Context: an optimization exercise on an open-source flow, tuned for small area, a short achievable clock period and few clock cycles per item. The choices shown serve that exercise and are no tape-out recipe. No activity file was given, so power comes from the tool's default toggle rates.

==> flow/design.v <==
`timescale 1ns/10ps
`timescale 1ns/10ps
`timescale 1ns/10ps
`timescale 1ns/10ps
`timescale 1ns/10ps
module fp_add_unit
(
  input  logic        clk_i,
  input  logic        rst_n_i,
  input  logic [31:0] op_a_i,
  input  logic [31:0] op_b_i,
  input  logic        op_i,
  input  logic        valid_i,
  output logic [35:0] result_o
);
  logic        sa, sb;
  logic [7:0]  ea, eb;
  logic        a_ge, e_lt;
  logic [7:0]  d_ab, d_ba;
  assign sa = op_a_i[31];
  assign sb = op_b_i[31] ^ op_i;
  assign ea = op_a_i[30:23];
  assign eb = op_b_i[30:23];
  assign a_ge = op_a_i[30:0] >= op_b_i[30:0];
  assign {e_lt, d_ab} = {1'b0, ea} - {1'b0, eb};
  assign d_ba         = eb - ea;
  logic        v1q, sign1q, sub1q, age1q, ha1q, hb1q;
  logic [7:0]  e1q, d1q;
  logic [22:0] fa1q, fb1q;
  always_ff @(posedge clk_i) begin
    if (!rst_n_i) v1q <= 1'b0;
    else          v1q <= valid_i;
    sign1q <= a_ge ? sa : sb;
    sub1q  <= sa ^ sb;
    age1q  <= a_ge;
    e1q    <= e_lt ? eb : ea;
    d1q    <= e_lt ? d_ba : d_ab;
    ha1q   <= |ea;
    hb1q   <= |eb;
    fa1q   <= op_a_i[22:0];
    fb1q   <= op_b_i[22:0];
  end
  logic [23:0] mb, ms;
  logic [24:0] y2;
  logic        sticky2;
  assign mb = age1q ? {ha1q, fa1q} : {hb1q, fb1q};
  assign ms = age1q ? {hb1q, fb1q} : {ha1q, fa1q};
  assign y2 = (d1q > 8'd24) ? 25'd0 : ({ms, 1'b0} >> d1q[4:0]);
  always_comb begin
    sticky2 = 1'b0;
    for (int j = 0; j < 24; j++)
      if (ms[j] && (d1q >= 8'(j + 2)) && (d1q <= 8'(j + 24)))
        sticky2 = 1'b1;
  end
  logic        v2q, nan2q, sign2q, sub2q, cin2q;
  logic [7:0]  e2q;
  logic [23:0] mb2q;
  logic [24:0] y2q;
  always_ff @(posedge clk_i) begin
    if (!rst_n_i) v2q <= 1'b0;
    else          v2q <= v1q;
    nan2q  <= (&e1q) & ((|mb[22:0]) | ((d1q == 8'd0) & sub1q));
    sign2q <= sign1q;
    sub2q  <= sub1q;
    e2q    <= e1q;
    mb2q   <= mb;
    y2q    <= y2 ^ {25{sub1q}};
    cin2q  <= sub1q & ~sticky2;
  end
  logic [25:0] r3;
  assign r3 = {1'b0, mb2q, cin2q} + {sub2q, y2q};
  logic        v3q, nan3q, sign3q;
  logic [7:0]  e3q;
  logic [25:0] r3q;
  always_ff @(posedge clk_i) begin
    if (!rst_n_i) v3q <= 1'b0;
    else          v3q <= v2q;
    nan3q  <= nan2q;
    sign3q <= sign2q;
    e3q    <= e2q;
    r3q    <= r3;
  end
  logic [31:0] lzin;
  logic [4:0]  lz;
  logic        carry;
  logic [24:0] n0, n1, n2, n3, n4;
  assign lzin  = {r3q[24:0], 7'h7F};
  assign carry = r3q[25];
  always_comb begin
    logic [1:0] z2 [16];
    logic [2:0] z4 [8];
    logic [3:0] z8 [4];
    logic [4:0] z16 [2];
    for (int i = 0; i < 16; i++)
      z2[i] = lzin[2*i+1] ? 2'd0 : lzin[2*i] ? 2'd1 : 2'd2;
    for (int i = 0; i < 8; i++)
      z4[i] = z2[2*i+1][1] ? {z2[2*i][1], ~z2[2*i][1], z2[2*i][0]}
                           : {1'b0, z2[2*i+1]};
    for (int i = 0; i < 4; i++)
      z8[i] = z4[2*i+1][2] ? {z4[2*i][2], ~z4[2*i][2], z4[2*i][1:0]}
                           : {1'b0, z4[2*i+1]};
    for (int i = 0; i < 2; i++)
      z16[i] = z8[2*i+1][3] ? {z8[2*i][3], ~z8[2*i][3], z8[2*i][2:0]}
                            : {1'b0, z8[2*i+1]};
    lz = z16[1][4] ? {1'b1, z16[0][3:0]} : z16[1][4:0];
  end
  assign n0 = lz[4] ? {r3q[8:0], 16'd0} : r3q[24:0];
  assign n1 = lz[3] ? {n0[16:0], 8'd0} : n0;
  assign n2 = lz[2] ? {n1[20:0], 4'd0} : n1;
  assign n3 = lz[1] ? {n2[22:0], 2'd0} : n2;
  assign n4 = lz[0] ? {n3[23:0], 1'd0} : n3;
  logic        special, zero, ovf, unf;
  logic [7:0]  el;
  logic [3:0]  ello;
  logic [2:0]  elk;
  logic [4:0]  elhi [5];
  logic [24:0] emask;
  assign special  = &e3q;
  assign zero     = r3q == 26'd0;
  assign ovf      = carry & (e3q == 8'd254);
  assign ello = {1'b0, e3q[2:0]} - {1'b0, lz[2:0]};
  assign elk  = {1'b0, lz[4:3]} + {2'd0, ello[3]};
  always_comb
    for (int j = 0; j < 5; j++)
      elhi[j] = e3q[7:3] - 5'(j);
  assign el = {elhi[elk], ello[2:0]};
  always_comb
    for (int i = 0; i < 25; i++)
      emask[i] = e3q >= 8'(25 - i);
  assign unf = ~carry & ~|(r3q[24:0] & emask);
  logic        v4q, sign4q, nan4q, ovf4q, unf4q, eone4q, ezero4q, fkill4q;
  logic [7:0]  e4q;
  logic [22:0] f4q;
  always_ff @(posedge clk_i) begin
    if (!rst_n_i) v4q <= 1'b0;
    else          v4q <= v3q;
    sign4q  <= sign3q & ~nan3q & (special | ~zero);
    nan4q   <= nan3q;
    ovf4q   <= ~special & ~zero & ovf;
    unf4q   <= ~special & ~zero & unf;
    eone4q  <= special | (~zero & ovf);
    ezero4q <= ~special & (zero | unf);
    fkill4q <= special | zero | ovf | unf;
    e4q     <= carry ? e3q + 8'd1 : el;
    f4q     <= carry ? r3q[24:2] : n4[23:1];
  end
  logic [7:0]  e_o;
  logic [22:0] f_o;
  assign e_o = eone4q ? 8'hFF : ezero4q ? 8'h00 : e4q;
  assign f_o = {nan4q | (~fkill4q & f4q[22]), fkill4q ? 22'd0 : f4q[21:0]};
  assign result_o = {v4q, sign4q, e_o, f_o, ovf4q, unf4q, nan4q};
endmodule
clock: 5.5 ns
lec_check: 0
abc_clock_period_in_ps: 2800
cap_margin: 20
core_margin: 2
core_utilization: 40
setup_slack_margin: 2.7
slew_margin: 20
standard.sh (not shown) runs the stock make flow with config.mk's settings and CLKGATE_MAP_FILE= SYNTH_SCRIPT=/design/flow/synth_recipe.tcl, a recipe that flattens the netlist after the stock synthesis.
==> flow/flow/run.sh <==
#!/bin/bash
# The standard layout, with two changes passed to the ORFS scripts through
# their environment: port buffers are plain buffers instead of the resizer's
# default pick (a delay cell), and clock tree synthesis adds no dummy loads.
set -euo pipefail
export BUFFER_PORTS_ARGS="-buffer_cell sky130_fd_sc_hd__buf_1"
export CTS_ARGS="-sink_clustering_enable -repair_clock_nets -dont_use_dummy_load -sink_clustering_size 40 -buf_list \"sky130_fd_sc_hd__clkbuf_8\""
bash standard.sh > standard.log 2>&1
Next try:
--- a/flow/design.v
+++ b/flow/design.v
@@ -108,25 +108,17 @@
   assign n1 = lz[3] ? {n0[16:0], 8'd0} : n0;
   assign n2 = lz[2] ? {n1[20:0], 4'd0} : n1;
   assign n3 = lz[1] ? {n2[22:0], 2'd0} : n2;
   assign n4 = lz[0] ? {n3[23:0], 1'd0} : n3;
   logic        special, zero, ovf, unf;
   logic [7:0]  el;
-  logic [3:0]  ello;
-  logic [2:0]  elk;
-  logic [4:0]  elhi [5];
   logic [24:0] emask;
   assign special  = &e3q;
   assign zero     = r3q == 26'd0;
   assign ovf      = carry & (e3q == 8'd254);
-  assign ello = {1'b0, e3q[2:0]} - {1'b0, lz[2:0]};
-  assign elk  = {1'b0, lz[4:3]} + {2'd0, ello[3]};
-  always_comb
-    for (int j = 0; j < 5; j++)
-      elhi[j] = e3q[7:3] - 5'(j);
-  assign el = {elhi[elk], ello[2:0]};
+  assign el       = e3q - {3'd0, lz};
   always_comb
     for (int i = 0; i < 25; i++)
       emask[i] = e3q >= 8'(25 - i);
   assign unf = ~carry & ~|(r3q[24:0] & emask);
   logic        v4q, sign4q, nan4q, ovf4q, unf4q, eone4q, ezero4q, fkill4q;
   logic [7:0]  e4q;
What happened: Register-to-register slack gets better by 80 ps. Setup slack gains 83 ps. Final cell count shrinks by 5.0%. Clock skew shrinks by 16 ps. Sequential power stays flat. Power came out higher by about 2.7%.
No functional check of the RTL was part of any run of this note.

========
nickel:
Another version of the RTL of fp_add_unit (not shown whole).
Size in the first run: roughly 1400 cells after synthesis, about 240 flip-flops, ~100 I/O pins.
==> module fp_add_unit, before the edit <==
module fp_add_unit
(
  input  logic        clk_i,
  input  logic        rst_n_i,
  input  logic [31:0] op_a_i,
  input  logic [31:0] op_b_i,
  input  logic        op_i,
  input  logic        valid_i,
  output logic [35:0] result_o
);
  logic        sa, sb;
  logic [7:0]  ea, eb;
  logic        a_ge, e_lt;
  logic [7:0]  d_ab, d_ba, d;
  assign sa = op_a_i[31];
  assign sb = op_b_i[31] ^ op_i;
  assign ea = op_a_i[30:23];
  assign eb = op_b_i[30:23];
  assign a_ge = op_a_i[30:0] >= op_b_i[30:0];
  assign {e_lt, d_ab} = {1'b0, ea} - {1'b0, eb};
  assign d_ba         = eb - ea;
  assign d            = e_lt ? d_ba : d_ab;
  logic        v1q, sign1q, sub1q, age1q, ha1q, hb1q, near1q, far1q;
  logic [7:0]  e1q;
  logic [4:0]  s1q;
  logic [22:0] fa1q, fb1q;
  always_ff @(posedge clk_i) begin
    if (!rst_n_i) v1q <= 1'b0;
    else          v1q <= valid_i;
    sign1q <= a_ge ? sa : sb;
    sub1q  <= sa ^ sb;
    age1q  <= a_ge;
    e1q    <= e_lt ? eb : ea;
    near1q <= d <= 8'd24;
    far1q  <= d >= 8'd48;
    s1q    <= (d <= 8'd24) ? d[4:0] : 5'(d - 8'd23);
    ha1q   <= |ea;
    hb1q   <= |eb;
    fa1q   <= op_a_i[22:0];
    fb1q   <= op_b_i[22:0];
  end
  logic [23:0] mb, ms;
  logic [24:0] y2;
  logic        sticky2;
  assign mb = age1q ? {ha1q, fa1q} : {hb1q, fb1q};
  assign ms = age1q ? {hb1q, fb1q} : {ha1q, fa1q};
  logic [24:0] t0, t1, t2, t3, t4, t5;
  logic [4:0]  out;
  assign t0     = {ms, 1'b0};
  assign out[4] = s1q[4] & |t0[15:0];
  assign t1     = s1q[4] ? {16'd0, t0[24:16]} : t0;
  assign out[3] = s1q[3] & |t1[7:0];
  assign t2     = s1q[3] ? {8'd0, t1[24:8]} : t1;
  assign out[2] = s1q[2] & |t2[3:0];
  assign t3     = s1q[2] ? {4'd0, t2[24:4]} : t2;
  assign out[1] = s1q[1] & |t3[1:0];
  assign t4     = s1q[1] ? {2'd0, t3[24:2]} : t3;
  assign out[0] = s1q[0] & t4[0];
  assign t5     = s1q[0] ? {1'd0, t4[24:1]} : t4;
  assign y2 = near1q ? t5 : 25'd0;
  assign sticky2 = near1q ? |out : ~far1q & |t5;
  logic        v2q, nan2q, sign2q, sub2q, cin2q;
  logic [7:0]  e2q;
  logic [23:0] mb2q;
  logic [24:0] y2q;
  always_ff @(posedge clk_i) begin
    if (!rst_n_i) v2q <= 1'b0;
    else          v2q <= v1q;
    nan2q  <= (&e1q) & ((|mb[22:0]) | ((s1q == 5'd0) & near1q & sub1q));
    sign2q <= sign1q;
    sub2q  <= sub1q;
    e2q    <= e1q;
    mb2q   <= mb;
    y2q    <= y2 ^ {25{sub1q}};
    cin2q  <= sub1q & ~sticky2;
  end
  logic [25:0] r3;
  assign r3 = {1'b0, mb2q, cin2q} + {sub2q, y2q};
  logic        v3q, nan3q, sign3q;
  logic [7:0]  e3q;
  logic [25:0] r3q;
  always_ff @(posedge clk_i) begin
    if (!rst_n_i) v3q <= 1'b0;
    else          v3q <= v2q;
    nan3q  <= nan2q;
    sign3q <= sign2q;
    e3q    <= e2q;
    r3q    <= r3;
  end
  logic [31:0] lzin;
  logic [4:0]  lz;
  logic        carry;
  logic [24:0] n0, n1, n2, n3, n4;
  assign lzin  = {r3q[24:0], 7'h7F};
  assign carry = r3q[25];
  always_comb begin
    logic [1:0] z2 [16];
    logic [2:0] z4 [8];
    logic [3:0] z8 [4];
    logic [4:0] z16 [2];
    for (int i = 0; i < 16; i++)
      z2[i] = lzin[2*i+1] ? 2'd0 : lzin[2*i] ? 2'd1 : 2'd2;
    for (int i = 0; i < 8; i++)
      z4[i] = z2[2*i+1][1] ? {z2[2*i][1], ~z2[2*i][1], z2[2*i][0]}
                           : {1'b0, z2[2*i+1]};
    for (int i = 0; i < 4; i++)
      z8[i] = z4[2*i+1][2] ? {z4[2*i][2], ~z4[2*i][2], z4[2*i][1:0]}
                           : {1'b0, z4[2*i+1]};
    for (int i = 0; i < 2; i++)
      z16[i] = z8[2*i+1][3] ? {z8[2*i][3], ~z8[2*i][3], z8[2*i][2:0]}
                            : {1'b0, z8[2*i+1]};
    lz = z16[1][4] ? {1'b1, z16[0][3:0]} : z16[1][4:0];
  end
  assign n0 = lz[4] ? {r3q[8:0], 16'd0} : r3q[24:0];
  assign n1 = lz[3] ? {n0[16:0], 8'd0} : n0;
  assign n2 = lz[2] ? {n1[20:0], 4'd0} : n1;
  assign n3 = lz[1] ? {n2[22:0], 2'd0} : n2;
  assign n4 = lz[0] ? {n3[23:0], 1'd0} : n3;
  logic        v4q, nan4q, sign4q, carry4q;
  logic [4:0]  lz4q;
  logic [7:0]  e4q;
  logic [22:0] f4q;
  always_ff @(posedge clk_i) begin
    if (!rst_n_i) v4q <= 1'b0;
    else          v4q <= v3q;
    nan4q   <= nan3q;
    sign4q  <= sign3q;
    carry4q <= carry;
    lz4q    <= lz;
    e4q     <= e3q;
    f4q     <= carry ? r3q[24:2] : n4[23:1];
  end
  logic        special, zero, ovf, unf, bw;
  logic [7:0]  e5, el;
  logic [34:0] res;
  assign special = &e4q;
  assign zero    = ~carry4q & (lz4q == 5'd25);
  assign ovf     = carry4q & (e4q == 8'd254);
  assign {bw, el} = {1'b0, e4q} - {4'd0, lz4q};
  assign unf     = ~carry4q & (bw | (el == 8'd0));
  assign e5      = carry4q ? e4q + 8'd1 : el;
  always_comb begin
    if (nan4q)
      res = {32'h7FC0_0000, 3'b001};
    else if (special)
      res = {sign4q, 8'hFF, 23'd0, 3'b000};
    else if (zero)
      res = {32'd0, 3'b000};
    else if (ovf)
      res = {sign4q, 8'hFF, 23'd0, 3'b100};
    else if (unf)
      res = {sign4q, 31'd0, 3'b010};
    else
      res = {sign4q, e5, f4q, 3'b000};
  end
  logic        v5q;
  logic [34:0] res5q;
  always_ff @(posedge clk_i) begin
    if (!rst_n_i) v5q <= 1'b0;
    else          v5q <= v4q;
    res5q <= res;
  end
  assign result_o = {v5q, res5q};
endmodule
export LEC_CHECK = 0
export ABC_CLOCK_PERIOD_IN_PS = 2800
export CAP_MARGIN = 20
export CORE_MARGIN = 2
export CORE_UTILIZATION = 40
export SETUP_SLACK_MARGIN = 2.7
export SLEW_MARGIN = 20
create_clock -name core_clock -period 5.5 [get_ports {clk_i}]
==> flow/flow/run.sh <==
#!/bin/bash
# The standard layout, with two changes passed to the ORFS scripts through
# their environment: port buffers are plain buffers instead of the resizer's
# default pick (a delay cell), and clock tree synthesis adds no dummy loads.
set -euo pipefail
export BUFFER_PORTS_ARGS="-buffer_cell sky130_fd_sc_hd__buf_2"
export CTS_ARGS="-sink_clustering_enable -repair_clock_nets -dont_use_dummy_load"
bash standard.sh > standard.log 2>&1
Here is what was changed in the inputs of lagoon compared with nickel.
--- a/flow/design.v
+++ b/flow/design.v
@@ -14,19 +14,26 @@
   output logic [35:0] result_o
 );
   logic        sa, sb;
   logic [7:0]  ea, eb;
   logic        a_ge, e_lt;
-  logic [7:0]  d_ab, d_ba, d;
+  logic [7:0]  d_ab, d_ba;
+  logic        near_ab, near_ba, far_ab, far_ba;
+  logic [4:0]  s_ab, s_ba;
   assign sa = op_a_i[31];
   assign sb = op_b_i[31] ^ op_i;
   assign ea = op_a_i[30:23];
   assign eb = op_b_i[30:23];
   assign a_ge = op_a_i[30:0] >= op_b_i[30:0];
   assign {e_lt, d_ab} = {1'b0, ea} - {1'b0, eb};
   assign d_ba         = eb - ea;
-  assign d            = e_lt ? d_ba : d_ab;
+  assign near_ab = d_ab <= 8'd24;
+  assign near_ba = d_ba <= 8'd24;
+  assign far_ab  = d_ab >= 8'd48;
+  assign far_ba  = d_ba >= 8'd48;
+  assign s_ab    = near_ab ? d_ab[4:0] : d_ab[4:0] + 5'd9;
+  assign s_ba    = near_ba ? d_ba[4:0] : d_ba[4:0] + 5'd9;
   logic        v1q, sign1q, sub1q, age1q, ha1q, hb1q, near1q, far1q;
   logic [7:0]  e1q;
   logic [4:0]  s1q;
   logic [22:0] fa1q, fb1q;
   always_ff @(posedge clk_i) begin
@@ -34,13 +41,13 @@
     else          v1q <= valid_i;
     sign1q <= a_ge ? sa : sb;
     sub1q  <= sa ^ sb;
     age1q  <= a_ge;
     e1q    <= e_lt ? eb : ea;
-    near1q <= d <= 8'd24;
-    far1q  <= d >= 8'd48;
-    s1q    <= (d <= 8'd24) ? d[4:0] : 5'(d - 8'd23);
+    near1q <= e_lt ? near_ba : near_ab;
+    far1q  <= e_lt ? far_ba : far_ab;
+    s1q    <= e_lt ? s_ba : s_ab;
     ha1q   <= |ea;
     hb1q   <= |eb;
     fa1q   <= op_a_i[22:0];
     fb1q   <= op_b_i[22:0];
   end
Results
- Compared with nickel, in lagoon total power per unit cell area -about 3.2%; half-perimeter wire length of the detailed placement result shrank by 0.90%.
- Compare nickel and lagoon | design area higher: lagoon
- Final critical-path share of the clock period, nickel and lagoon: larger value in lagoon
- From lagoon to nickel, final number of hold-violating endpoints did not move at all.
- lagoon ends up with lower proportion of power drawn by combinational gates than nickel does.
No functional check of the RTL was part of any run of this note.

## re-timing with driven ports
In the flow no input, the clock included, has a driving cell. The finished layouts below were timed again as built, in two steps.
Step 1 (the two cells are an assumption about what drives the block):
set clk [get_ports {clk_i}]
set_driving_cell -lib_cell sky130_fd_sc_hd__clkbuf_16 $clk
set_driving_cell -lib_cell sky130_fd_sc_hd__buf_2 [delete_from_list [all_inputs] $clk]
Step 2 also shifts input and output timing later by t, the mid clock arrival at the registers, as if the neighbouring blocks saw the same clock.
Slacks: ideal / step 1 / step 2; pairs: ideal / step 1.
run | t, ns | slack for setup (ns) | worst setup path at the end | clock arrival spread, ns | worst register clock-pin slew, ns
the first run of note 1 | 0.555 | 2.167 / 2.167 / 2.102 | input to register | 0.062 / 0.063 | 0.06 / 0.06
the second run of note 1 | 0.551 | 2.250 / 2.250 / 2.250 | register to register | 0.056 / 0.056 | 0.06 / 0.06
nickel | 0.560 | 2.627 / 2.632 / 2.072 | input to register | 0.023 / 0.023 | 0.06 / 0.06
lagoon | 0.561 | 2.572 / 2.545 / 1.983 | input to register | 0.031 / 0.031 | 0.06 / 0.06
After both steps setup and hold are still met in every run listed. The setup slack of lagoon, which loses most, moves by -0.027 ns with the drivers and by -0.589 ns with both steps.
